This is an optimization exercise on Yosys and OpenROAD, whose aim is small area and a short achievable clock period, not a production implementation. The RTL was checked by simulation tests, not by an equivalence proof against the original design.

## job 4654
==> module automaton_top, before the edit <==
module automaton_top (
  input  logic                     clk,
  input  logic                     rst,
  input  logic                     cyc,
  input  logic                     stb,
  input  logic                     we,
  input  automaton_pkg::wb_adr_t   adr,
  input  automaton_pkg::wb_data_t  dat_w,
  output automaton_pkg::wb_data_t  dat_r,
  output logic                     ack,
  output logic                     report
);
  localparam int N = 8;
  localparam int W = 8;
  localparam logic [W-1:0] POL = 8'b0011_0011;
  logic [2:0]   rot;         
  logic [31:0]  ring  [N][W];
  automaton_pkg::ste_vec_t succ_q [N];
  automaton_pkg::ste_vec_t start_q;
  automaton_pkg::ste_vec_t rep_q;
  automaton_pkg::ste_vec_t class_q;  
  automaton_pkg::ste_vec_t active;
  logic [15:0]  rdata_q;     
  automaton_pkg::report_count_t count_q;
  automaton_pkg::report_count_t count;
  assign count = count_q + 16'(report);
  always_ff @(posedge clk) begin
    rot <= rot + 3'd1;
    case (adr)
      10'h201: rdata_q <= 16'(active);
      10'h202:  rdata_q <= count;
      default:     rdata_q <= '0;
    endcase
  end
  assign dat_r = 32'(rdata_q);
  logic ack_q;
  always_ff @(posedge clk) begin
    if (rst) begin
      ack_q <= 1'b0;
      ack   <= 1'b0;
    end else begin
      ack_q <= !ack_q && cyc && stb;
      ack   <= !ack && cyc && stb;
    end
  end
  logic       held;
  logic       ste_wr;
  logic       cls_wr;
  logic [2:0] port_word [W/2];   
  logic       rst_q;             
  logic       rst_qq;            
  logic       clr;               
  assign held   = cyc && stb && we;
  assign ste_wr = adr[9:7] == 3'd0;
  assign cls_wr = held && ste_wr && !adr[3];
  assign clr    = rst_q || rst_qq;
  always_ff @(posedge clk) begin
    for (int q = 0; q < W / 2; q++) port_word[q] <= 3'(2 * q) - rot - 3'd2;
    rst_q  <= rst;
    rst_qq <= rst_q;
  end
  for (genvar i = 0; i < N; i++) begin : g_ste
    logic ste_sel;
    logic wr_ack;
    assign ste_sel = ste_wr && adr[6:4] == 3'(i);
    assign wr_ack  = ack_q && we && ste_sel;
    for (genvar p = 0; p < W; p++) begin : g_slot
      if (p % 2 == 0) begin : g_port
        logic wr;
        logic [31:0] next_n;
        assign wr = cls_wr && adr[6:4] == 3'(i) && adr[2:0] == port_word[p / 2];
        if (POL[p]) begin : g_inv
          activation_router port_i (
            .load   (wr),
            .load_n (!(wr || clr)),
            .data   (dat_w),
            .prev   (ring[i][(p + W - 1) % W]),
            .next_n (next_n)
          );
        end else begin : g_true
          activation_router_or port_i (
            .load   (wr || clr),
            .load_n (!wr),
            .data   (~dat_w),
            .prev   (ring[i][(p + W - 1) % W]),
            .next_n (next_n)
          );
        end
        always_ff @(posedge clk) begin
          ring[i][p] <= next_n;
        end
      end else begin : g_pass
        always_ff @(posedge clk) begin
          ring[i][p] <= ring[i][p - 1];
        end
      end
    end
    always_ff @(posedge clk) begin
      if (rst) begin
        succ_q[i]  <= '0;
        start_q[i] <= 1'b0;
        rep_q[i]   <= 1'b0;
      end else if (wr_ack) begin
        if (adr[3:0] == 4'd8) begin
          succ_q[i] <= dat_w[8-1:0];
        end
        if (adr[3:0] == 4'd9) begin
          start_q[i] <= dat_w[0];
          rep_q[i]   <= dat_w[1];
        end
      end
    end
  end
  logic [31:0]  bsel;
  logic [W-1:0] ssel;
  logic [W-1:0] word_bit [N];
  logic [W-1:0] word_q   [N];
  logic [W-1:0] ssel_q;
  wb_config_port dec_i (
    .symbol (dat_w[7:0]),
    .rot    (rot),
    .bsel   (bsel),
    .ssel   (ssel)
  );
  for (genvar i = 0; i < N; i++) begin : g_look
    logic [W*32-1:0] words;
    for (genvar p = 0; p < W; p++) begin : g_w
      assign words[32*p +: 32] = ring[i][p];
    end
    ste_cell #(
      .POL (POL)
    ) look_i (
      .words    (words),
      .bsel     (bsel),
      .word_bit (word_bit[i])
    );
  end
  always_ff @(posedge clk) begin
    for (int p = 0; p < W; p++) ssel_q[p] <= ssel[p] && !rst_q && !(rst_qq && p % 2 == 1);
    for (int i = 0; i < N; i++) word_q[i] <= word_bit[i];
  end
  always_comb begin
    for (int i = 0; i < N; i++) begin
      class_q[i] = |(word_q[i] & ssel_q);
    end
  end
  automaton_pkg::ste_vec_t match;
  automaton_pkg::ste_vec_t next_active;
  logic step;
  logic clear;
  logic any_hit;
  always_comb begin
    next_active = '0;
    for (int i = 0; i < N; i++) begin
      match[i] = (active[i] || start_q[i]) && class_q[i];
      if (match[i]) next_active = next_active | succ_q[i];
    end
  end
  assign any_hit = |(match & rep_q);
  assign step    = ack_q && we && adr == 10'h200;
  assign clear   = ack_q && we && adr == 10'h203;
  always_ff @(posedge clk) begin
    if (rst || clear) begin
      active  <= '0;
      report  <= 1'b0;
      count_q <= '0;
    end else begin
      if (step) active <= next_active;
      report  <= step && any_hit;
      count_q <= count;
    end
  end
endmodule
export LEC_CHECK = 0
export CAP_MARGIN = 20
export CORE_MARGIN = 2
export CORE_UTILIZATION = 45
export CTS_CLUSTER_DIAMETER = 80
export CTS_CLUSTER_SIZE = 24
export SETUP_SLACK_MARGIN = 2.6
export SLEW_MARGIN = 20
export SYNTH_HIERARCHICAL = 1
create_clock -name core_clock -period 5.0 [get_ports {clk}]
standard.sh (not shown) runs the stock make flow with config.mk's settings and CLKGATE_MAP_FILE= SYNTH_SCRIPT=/design/flow/synth_recipe.tcl, a recipe that flattens the netlist after the stock synthesis.
==> flow/flow/run.sh <==
#!/bin/bash
# The standard layout, with the port buffers made of buf_4 cells instead of
# the slow delay buffers that buffer_ports picks by default.
set -euo pipefail
bash standard.sh synth > synth.log 2>&1
bash standard.sh "BUFFER_PORTS_ARGS=-buffer_cell sky130_fd_sc_hd__buf_4" finish > layout.log 2>&1
--- input diff job 4654..job 5768 ---
--- a/flow/design.v
+++ b/flow/design.v
@@ -137,20 +137,16 @@
   logic       held;
   logic       ste_wr;
   logic       cls_wr;
   logic [2:0] port_word [W/2];   
   logic       rst_q;             
-  logic       rst_qq;            
-  logic       clr;               
   assign held   = cyc && stb && we;
   assign ste_wr = adr[9:7] == 3'd0;
   assign cls_wr = held && ste_wr && !adr[3];
-  assign clr    = rst_q || rst_qq;
   always_ff @(posedge clk) begin
     for (int q = 0; q < W / 2; q++) port_word[q] <= 3'(2 * q) - rot - 3'd2;
-    rst_q  <= rst;
-    rst_qq <= rst_q;
+    rst_q <= rst;
   end
   for (genvar i = 0; i < N; i++) begin : g_ste
     logic ste_sel;
     logic wr_ack;
     assign ste_sel = ste_wr && adr[6:4] == 3'(i);
@@ -160,20 +156,20 @@
         logic wr;
         logic [31:0] next_n;
         assign wr = cls_wr && adr[6:4] == 3'(i) && adr[2:0] == port_word[p / 2];
         if (POL[p]) begin : g_inv
           activation_router port_i (
-            .load   (wr),
-            .load_n (!(wr || clr)),
+            .load   (wr && !rst),
+            .load_n (!(wr || rst || rst_q)),
             .data   (dat_w),
             .prev   (ring[i][(p + W - 1) % W]),
             .next_n (next_n)
           );
         end else begin : g_true
           activation_router_or port_i (
-            .load   (wr || clr),
-            .load_n (!wr),
+            .load   (wr || rst || rst_q),
+            .load_n (!wr || rst),
             .data   (~dat_w),
             .prev   (ring[i][(p + W - 1) % W]),
             .next_n (next_n)
           );
         end
@@ -225,11 +221,11 @@
       .bsel     (bsel),
       .word_bit (word_bit[i])
     );
   end
   always_ff @(posedge clk) begin
-    for (int p = 0; p < W; p++) ssel_q[p] <= ssel[p] && !rst_q && !(rst_qq && p % 2 == 1);
+    for (int p = 0; p < W; p++) ssel_q[p] <= ssel[p] && !(rst_q && p % 2 == 1);
     for (int i = 0; i < N; i++) word_q[i] <= word_bit[i];
   end
   always_comb begin
     for (int i = 0; i < N; i++) begin
       class_q[i] = |(word_q[i] & ssel_q);
--- outcome ---
Compare job 4654 and job 5768 | layout overhead on the synthesized area lower: job 4654. In the flow results for job 4654 and job 5768, the clock-cell share of area is smaller on job 5768. Re final design area excluding fillers: job 4654 and job 5768 aren't equal, and the higher value belongs to job 5768. Job 5768 and job 4654 ended up with roughly the same gate count after technology mapping. Summary of the comparison: wire length is higher in job 5768, relative to job 4654. Job 5768: share of cell area taken by flip-flops and latches is 1.2 points lower than what job 4654 reported. Compared to job 4654, job 5768 has setup slack 0.094 ns lower. Between job 4654 and job 5768, the worst-case reg-to-reg path depth is lower for job 5768. Delta (job 5768 minus job 4654): multiplexer share of the synthesized area saw little to no change; die area saw little to no change. Overall fraction of global-route tracks in use ends up lower on job 4654. For job 4654, the end point of the critical path was word_q[3][5]$_DFF_P_, unlike job 5768, where it was ring[36][0]$_DFF_P_.

[static timing again, ports no longer ideal]
The results above use ideal ports. As a check the final layouts listed here were re-extracted and re-timed, cells and wires unchanged.
Step 1, drivers: a clkbuf_16 drives clk and a buf_2 each remaining input, both assumed.
Step 2 times the ports against the registers' clock, not the clock port: input delays grow and output delays shrink by t, the midpoint of the rising clock arrivals with the driver on.
a / b / c = ideal ports / drivers / drivers and shift; a / b = the first two.
run	t, ns	slack for setup (ns)	hold WS [ns]	worst setup path after step 2
job 4654	0.851	2.506 / 2.389 / 1.538	0.332 / 0.332 / 0.332	input to register
job 5768	0.853	2.412 / 2.231 / 1.377	0.330 / 0.330 / 0.330	input to register
After both steps setup and hold are still met in every run listed. The setup slack of job 5768, which loses most, moves by -0.181 ns with the drivers and by -1.035 ns with both steps.
